What follows belongs to an exercise in optimizing a design on an open flow for small area; a production flow would make more cautious choices. Only simulation tests tie the RTL to the original design; equivalence was not proved. No activity file was given, so power comes from the tool's default toggle rates.

Design core, start of the top module:
module core (
    input  logic                                clk,
    input  logic                                rst_n_i,
    input  logic [core_cfg_pkg::inst_w_c-1:0]   if_inst_i,
    output logic [core_cfg_pkg::xlen_c-1:0]     if_inst_addr_o,
    output logic                                mem_wen_o,
    output logic [core_cfg_pkg::xlen_c-1:0]     mem_waddr_o,
    output logic [core_cfg_pkg::xlen_c-1:0]     mem_wdata_o
);
clock: 5.5 ns
lec_check: 0
abc_area: 1
cap_margin: 20
core_margin: 2
core_utilization: 60
cts_buf_list: sky130_fd_sc_hd__clkbuf_16
cts_cluster_diameter: 80
cts_cluster_size: 30
gpl_timing_driven: 0
slew_margin: 20
standard.sh (not shown) runs the stock make flow with config.mk's settings and CLKGATE_MAP_FILE= SYNTH_SCRIPT=/design/flow/synth_recipe.tcl, a recipe that flattens the netlist after the stock synthesis.
==> flow/flow/run.sh <==
#!/bin/bash
set -uo pipefail
ports="BUFFER_PORTS_ARGS=-buffer_cell sky130_fd_sc_hd__buf_1"
ant=orfs/reports/sky130hd/core/base/drt_antennas.log
bash standard.sh "$ports" finish > flow_make.log 2>&1
st=$?
if [[ $st -ne 0 || ! -f out/final.def ]] || grep -q VIOLATED "$ant" 2>/dev/null; then
  mkdir -p first_try
  cp -r orfs/logs first_try/ 2>/dev/null || true
  cp "$ant" first_try/ 2>/dev/null || true
  rm -rf orfs out/final.def
  bash standard.sh "$ports" CORE_UTILIZATION=50 finish > flow_make2.log 2>&1
fi
test -f out/final.def
Change:
==> flow/run.sh (new file) <==
#!/bin/bash
# synth_recipe.tcl (not shown) runs the flow's synth.tcl, then flattens the netlist and writes it again
# the make line also repeats each setting of config.mk as NAME=value (left out here)
make -C /OpenROAD-flow-scripts/flow DESIGN_CONFIG=/design/flow/config.mk WORK_HOME=/design/flow/orfs CLKGATE_MAP_FILE= SYNTH_SCRIPT=/design/flow/synth_recipe.tcl finish
- CORE_UTILIZATION: 60 -> 65
- GPL_TIMING_DRIVEN: 0 -> 1
removed: flow/flow/run.sh
removed: flow/standard.sh
Outcome: Fmax grows by 12%; via count grows by 3.2%; total power grows by 1.5%; setup slack gains 0.55 ns; cell area grows by 1.7%; global-route usage grows by 4.2 points.
Change:
==> flow/flow/run.sh (new file) <==
#!/bin/bash
set -euo pipefail
bash standard.sh "BUFFER_PORTS_ARGS=-buffer_cell sky130_fd_sc_hd__buf_1" finish > flow_make.log 2>&1
test -f out/final.def
==> flow/standard.sh (new file) <==
#!/bin/bash
# synth_recipe.tcl (not shown) runs the flow's synth.tcl, then flattens the netlist and writes it again
# the make line also repeats each setting of config.mk as NAME=value (left out here)
make -C /OpenROAD-flow-scripts/flow DESIGN_CONFIG=/design/flow/config.mk WORK_HOME=/design/flow/orfs CLKGATE_MAP_FILE= SYNTH_SCRIPT=/design/flow/synth_recipe.tcl "${@:-finish}"
- GPL_TIMING_DRIVEN: 1 -> 0
removed: flow/run.sh
=>
- The new run reached the layout checks and failed them: antenna violations
- area after synthesis is unchanged
- cell area is lower by 1.9%
- count of clock-buffer cells in the layout went up by 1
- die area does not change
- hold slack loses 0.013 ns
- sequential share of layout area increases by 1.5 points
- worst setup slack is worse by 0.56 ns
- maximum frequency falls by 11%
- critical path depth rises by 1
- clock power rises by about 0.8%
- utilization decreases by 1.4 points

## exp/amber
The RTL this note starts from:
==> flow/design.v <==
package core_cfg_pkg;
    localparam int xlen_c = 64;
    localparam int inst_w_c = 32;
    localparam int reg_addr_w_c = 5;
    localparam logic [xlen_c-1:0] reset_pc_c = '0;
    localparam logic [inst_w_c-1:0] nop_inst_c = 32'h0000_0013;
endpackage
package rv_isa_pkg;
    typedef enum logic [6:0] {
        OP     = 7'b0110011,
        OP_IMM = 7'b0010011,
        BRANCH = 7'b1100011,
        JAL    = 7'b1101111,
        STORE  = 7'b0100011
    } opcode_e;
    typedef enum logic [2:0] {
        F3_ADD_SUB = 3'b000,
        F3_XOR     = 3'b100,
        F3_OR      = 3'b110,
        F3_AND     = 3'b111
    } alu_f3_e;
    typedef enum logic [2:0] {
        F3_BEQ = 3'b000,
        F3_BNE = 3'b001
    } br_f3_e;
    typedef enum logic [2:0] {
        F3_SD = 3'b011
    } st_f3_e;
    localparam logic [6:0] f7_base_c = 7'b0000000;
    localparam logic [6:0] f7_sub_c  = 7'b0100000;
    typedef enum logic [2:0] {
        ALU_ADD,
        ALU_SUB,
        ALU_AND,
        ALU_OR,
        ALU_XOR
    } alu_op_e;
    typedef enum logic [1:0] {
        BR_NONE,
        BR_EQ,
        BR_NE,
        BR_JUMP
    } br_kind_e;
endpackage
import core_cfg_pkg::*;
module core (
    input  logic                                clk,
    input  logic                                rst_n_i,
    input  logic [core_cfg_pkg::inst_w_c-1:0]   if_inst_i,
    output logic [core_cfg_pkg::xlen_c-1:0]     if_inst_addr_o,
    output logic                                mem_wen_o,
    output logic [core_cfg_pkg::xlen_c-1:0]     mem_waddr_o,
    output logic [core_cfg_pkg::xlen_c-1:0]     mem_wdata_o
);
    logic [3:0]  ph_q;
    logic        ph0_q, ph1_q;
    logic        clr_q;
    logic        bub_q;
    logic        ph15;
    assign ph15 = (ph_q == 4'd15);
    always_ff @(posedge clk) begin
        if (!rst_n_i) begin
            ph_q  <= 4'd0;
            ph0_q <= 1'b1;
            ph1_q <= 1'b0;
            clr_q <= 1'b1;
        end else begin
            ph_q  <= ph_q + 4'd1;
            ph0_q <= ph15;
            ph1_q <= ph0_q;
            if (ph15) clr_q <= 1'b0;
        end
    end
    logic [31:7] ir_q;
    logic [31:7] ins;
    logic        c_rr_q, c_addi_q, c_br_q, c_jal_q, c_sd_q;
    logic        c_rr, c_addi, c_br, c_jal, c_sd;
    logic        d_rr, d_addi, d_br, d_jal, d_sd;
    logic [6:0] opc;
    logic [2:0] f3i;
    logic [6:0] f7i;
    assign opc = if_inst_i[6:0];
    assign f3i = if_inst_i[14:12];
    assign f7i = if_inst_i[31:25];
    always_comb begin
        d_rr   = (opc == 7'b0110011) &&
                 ((f7i == 7'b0000000 && (f3i == 3'b000 || f3i == 3'b100 ||
                                         f3i == 3'b110 || f3i == 3'b111)) ||
                  (f7i == 7'b0100000 && f3i == 3'b000));
        d_addi = (opc == 7'b0010011) && (f3i == 3'b000);
        d_br   = (opc == 7'b1100011) && (f3i[2:1] == 2'b00);
        d_jal  = (opc == 7'b1101111);
        d_sd   = (opc == 7'b0100011) && (f3i == 3'b011);
    end
    always_comb begin
        if (ph0_q) begin
            ins    = if_inst_i[31:7];
            c_rr   = d_rr   && !clr_q && !bub_q;
            c_addi = d_addi && !clr_q && !bub_q;
            c_br   = d_br   && !clr_q && !bub_q;
            c_jal  = d_jal  && !clr_q && !bub_q;
            c_sd   = d_sd   && !clr_q && !bub_q;
        end else begin
            ins    = ir_q;
            c_rr   = c_rr_q;
            c_addi = c_addi_q;
            c_br   = c_br_q;
            c_jal  = c_jal_q;
            c_sd   = c_sd_q;
        end
    end
    always_ff @(posedge clk) begin
        ir_q     <= ins;
        c_rr_q   <= c_rr;
        c_addi_q <= c_addi;
        c_br_q   <= c_br;
        c_jal_q  <= c_jal;
        c_sd_q   <= c_sd;
    end
    logic [31:1][63:0] rf_q;
    logic [3:0]        rs1_nib, rs2_nib;
    logic [31:0][3:0]  tail;
    logic [4:0]        rs1, rs2;
    assign rs1 = ins[19:15];
    assign rs2 = ins[24:20];
    always_comb begin
        tail[0] = 4'd0;
        for (int r = 1; r < 32; r++) tail[r] = rf_q[r][3:0];
    end
    assign rs1_nib = tail[rs1];
    assign rs2_nib = tail[rs2];
    logic [63:0] pc_q, wa_q, wd_q;
    logic [3:0]  pc_src;
    logic [4:0]  inc;
    logic        icy_q;
    assign pc_src = bub_q ? wa_q[7:4] : pc_q[3:0];
    assign inc = {1'b0, pc_src} + ((ph0_q && !bub_q) ? 5'd4 : {4'd0, icy_q && !bub_q});
    logic ne_q, ne, taken;
    assign ne    = (ph0_q ? 1'b0 : ne_q) | (rs1_nib != rs2_nib);
    assign taken = c_jal || (c_br && (ins[12] ? ne : !ne));
    logic [3:0] a_q, b_q;
    always_ff @(posedge clk) begin
        a_q   <= (c_br || c_jal) ? pc_q[3:0] : rs1_nib;
        b_q   <= rs2_nib;
        icy_q <= inc[4];
        ne_q  <= ne;
    end
    logic [20:0] imm;
    logic [3:0]  imm_nib;
    always_comb begin
        if (c_jal_q)
            imm = {ir_q[31], ir_q[19:12], ir_q[20], ir_q[30:21], 1'b0};
        else if (c_br_q)
            imm = {{8{ir_q[31]}}, ir_q[31], ir_q[7], ir_q[30:25], ir_q[11:8], 1'b0};
        else if (c_sd_q)
            imm = {{9{ir_q[31]}}, ir_q[31:25], ir_q[11:7]};
        else
            imm = {{9{ir_q[31]}}, ir_q[31:20]};
        case (ph_q)
            4'd1:    imm_nib = imm[3:0];
            4'd2:    imm_nib = imm[7:4];
            4'd3:    imm_nib = imm[11:8];
            4'd4:    imm_nib = imm[15:12];
            4'd5:    imm_nib = imm[19:16];
            default: imm_nib = {4{imm[20]}};
        endcase
    end
    logic        sub;
    logic [3:0]  b, bx;
    logic [4:0]  sum;
    logic        cy_q;
    logic [3:0]  alu;
    logic [2:0]  f3e;
    assign f3e = ir_q[14:12];
    assign sub = c_rr_q && ir_q[30];
    assign b   = c_rr_q ? b_q : imm_nib;
    assign bx  = sub ? ~b : b;
    logic [3:0] p, g;
    logic [4:0] c;
    logic       en_p, en_g, en_c;
    assign p    = a_q ^ bx;
    assign g    = a_q & bx;
    assign c[0] = ph1_q ? sub : cy_q;
    always_comb begin
        for (int i = 0; i < 4; i++) c[i+1] = g[i] | (p[i] & c[i]);
    end
    assign sum  = {c[4], p ^ c[3:0]};
    assign en_c = !(c_rr_q && f3e[2]);
    assign en_p = !(c_rr_q && f3e == 3'b111);
    assign en_g = c_rr_q && f3e[2] && f3e[1];
    assign alu = ({4{en_p}} & p) ^ ({4{en_g}} & g) ^ ({4{en_c}} & c[3:0]);
    logic [3:0] link;
    assign link = pc_q[63:60];
    logic mm_q, mm;
    assign mm = (ph_q == 4'd9 ? 1'b0 : mm_q) | (alu != link);
    always_ff @(posedge clk) begin
        cy_q <= sum[4];
        mm_q <= mm;
    end
    always_ff @(posedge clk) begin
        if (!rst_n_i)
            bub_q <= 1'b0;
        else if (ph15)
            bub_q <= taken && mm;
    end
    logic       wen;
    logic [3:0] wdat, wbus;
    logic [4:0] rd;
    assign rd   = ir_q[11:7];
    assign wen  = (c_rr_q || c_addi_q || c_jal_q) && (rd != 5'd0);
    assign wdat = c_jal_q ? link : alu;
    assign wbus = clr_q ? 4'd0 : wdat;
    always_ff @(posedge clk) begin
        for (int r = 1; r < 32; r++) begin
            if (clr_q || (wen && rd == 5'(r)))
                rf_q[r] <= {rf_q[r][3:0], wbus, rf_q[r][59:4]};
            else
                rf_q[r] <= {rf_q[r][3:0], rf_q[r][63:4]};
        end
    end
    logic [63:0] wa_d;
    assign wa_d = {alu, wa_q[63:4]};
    always_ff @(posedge clk) begin
        wa_q <= wa_d;
        wd_q <= {b_q, wd_q[63:4]};
        if (clr_q)
            pc_q <= {4'd0, pc_q[63:4]};
        else if (ph15 && taken)
            pc_q <= {inc[3:0], pc_q[63:36], wa_d[35:4]};
        else
            pc_q <= {inc[3:0], pc_q[63:4]};
    end
    logic wen_q;
    always_ff @(posedge clk) begin
        if (!rst_n_i)
            wen_q <= 1'b0;
        else
            wen_q <= ph0_q && c_sd_q;
    end
    assign if_inst_addr_o = pc_q;
    assign mem_wen_o      = wen_q;
    assign mem_waddr_o    = wa_q;
    assign mem_wdata_o    = wd_q;
endmodule
Settings: LEC_CHECK=0, ABC_AREA=1, CAP_MARGIN=5, CORE_MARGIN=2, CORE_UTILIZATION=60, CTS_BUF_LIST=sky130_fd_sc_hd__clkbuf_8, CTS_CLUSTER_DIAMETER=60, CTS_CLUSTER_SIZE=20, GPL_TIMING_DRIVEN=1, SLEW_MARGIN=5; clock period 5.5 ns.
==> flow/flow/run.sh <==
#!/bin/bash
set -uo pipefail
ports="BUFFER_PORTS_ARGS=-buffer_cell sky130_fd_sc_hd__buf_1"
cts="CTS_ARGS=-sink_clustering_enable -repair_clock_nets -dont_use_dummy_load -sink_clustering_size 20 -sink_clustering_max_diameter 60 -buf_list sky130_fd_sc_hd__clkbuf_8"
ant=orfs/reports/sky130hd/core/base/drt_antennas.log
bash standard.sh "$ports" "$cts" finish > flow_make.log 2>&1
st=$?
if [[ $st -ne 0 || ! -f out/final.def ]] || grep -q VIOLATED "$ant" 2>/dev/null; then
  mkdir -p first_try
  cp -r orfs/logs first_try/ 2>/dev/null || true
  cp "$ant" first_try/ 2>/dev/null || true
  rm -rf orfs out/final.def
  bash standard.sh "$ports" "$cts" CORE_UTILIZATION=50 finish > flow_make2.log 2>&1
fi
test -f out/final.def
[inputs] exp/umber vs exp/amber
diff --git a/flow/config.mk b/flow/config.mk
--- a/flow/config.mk
+++ b/flow/config.mk
@@ -7,5 +7,5 @@
 export LEC_CHECK = 0
 export ABC_AREA = 1
-export CAP_MARGIN = 5
+export CAP_MARGIN = 20
 export CORE_MARGIN = 2
 export CORE_UTILIZATION = 60
@@ -14,3 +14,3 @@
 export CTS_CLUSTER_SIZE = 20
 export GPL_TIMING_DRIVEN = 1
-export SLEW_MARGIN = 5
+export SLEW_MARGIN = 20
==> comparison <==
- On overall power consumption, exp/umber and exp/amber are neck and neck.
- There was hardly any difference in worst-case setup margin in the final layout between exp/umber and exp/amber.
- Post-layout minimum cycle time came out exactly the same in exp/umber and exp/amber.
- Diff exp/amber -> exp/umber: clock skew closely matched the old numbers, post-synthesis cell type count closely matched the old numbers, number of H-tree levels closely matched the old numbers.
- Between exp/amber and exp/umber, the maximum single-stage delay on the critical path figures differ only marginally.
diff inputs: exp/umber => exp/yarrow
diff --git a/flow/flow/run.sh b/flow/flow/run.sh
--- a/flow/flow/run.sh
+++ b/flow/flow/run.sh
@@ -2,5 +2,5 @@
 set -uo pipefail
 ports="BUFFER_PORTS_ARGS=-buffer_cell sky130_fd_sc_hd__buf_1"
-cts="CTS_ARGS=-sink_clustering_enable -repair_clock_nets -dont_use_dummy_load -sink_clustering_size 20 -sink_clustering_max_diameter 60 -buf_list sky130_fd_sc_hd__clkbuf_8"
+cts="CTS_ARGS=-sink_clustering_enable -repair_clock_nets -dont_use_dummy_load -sink_clustering_size 18 -sink_clustering_max_diameter 50 -buf_list sky130_fd_sc_hd__clkbuf_8"
 ant=orfs/reports/sky130hd/core/base/drt_antennas.log
 bash standard.sh "$ports" "$cts" finish > flow_make.log 2>&1
diff --git a/flow/config.mk b/flow/config.mk
--- a/flow/config.mk
+++ b/flow/config.mk
@@ -11,6 +11,6 @@
 export CORE_UTILIZATION = 60
 export CTS_BUF_LIST = sky130_fd_sc_hd__clkbuf_8
-export CTS_CLUSTER_DIAMETER = 60
-export CTS_CLUSTER_SIZE = 20
+export CTS_CLUSTER_DIAMETER = 50
+export CTS_CLUSTER_SIZE = 18
 export GPL_TIMING_DRIVEN = 1
 export SLEW_MARGIN = 20
Results
exp/yarrow | stages: all done | timing, DRC, antenna: all pass. Going from exp/umber to exp/yarrow, share of post-route cells with drive strength above 1 grows by 0.36 points. Per the comparison of exp/yarrow with exp/umber, utilization shows an increase of 0.24 points; number of flip-flops and latches shows no meaningful change. Per the comparison of exp/yarrow with exp/umber, number of vias per cell closely matched the old numbers, final-layout clock buffer total increased by 11% relative to the old numbers, data required time of the critical path decreased by 20 ps relative to the old numbers. ~same wire length in exp/umber and exp/yarrow. Compared with exp/umber, exp/yarrow shows a total via count after detailed routing that is 110 higher. In exp/yarrow, the sequential share of layout area came out 0.30 points below the value in exp/umber. Lower proportion of power drawn by flip-flops and latches goes to exp/yarrow over exp/umber.

[static timing again, ports no longer ideal]
How much do the figures lean on ideal ports? The routed layouts below were timed once more, with nothing changed but the port constraints. Step 1 (the two cells are an assumption about what drives the block):
set clk [get_ports {clk}]
set_driving_cell -lib_cell sky130_fd_sc_hd__clkbuf_16 $clk
set_driving_cell -lib_cell sky130_fd_sc_hd__buf_2 [delete_from_list [all_inputs] $clk]
Step 2, shift: input delay + t, output delay - t, t = (earliest + latest rising clock arrival at the registers) / 2. This alone moves slack from input paths to output paths. Three values: ideal ports, drivers, drivers and shift; two values: the first two.
| run | t (ns) | slack for setup (ns) | worst setup path at the end |
|---|---|---|---|
| the first run of note 1 | 0.741 | 0.372 / 0.372 / 0.372 | register to register |
| the second run of note 1 | 0.744 | 0.924 / 0.924 / 0.531 | input to register |
| the third run of note 1 | 0.743 | 0.366 / 0.366 / 0.366 | register to register |
| exp/amber | 0.851 | 1.061 / 1.061 / 0.784 | input to register |
| exp/umber | 0.851 | 1.061 / 1.061 / 0.784 | input to register |
| exp/yarrow | 0.845 | 1.090 / 1.090 / 0.765 | input to register |
For the second run of note 1, which loses most, drivers alone change the setup slack by 0.000 ns; drivers and shift together by -0.393 ns.
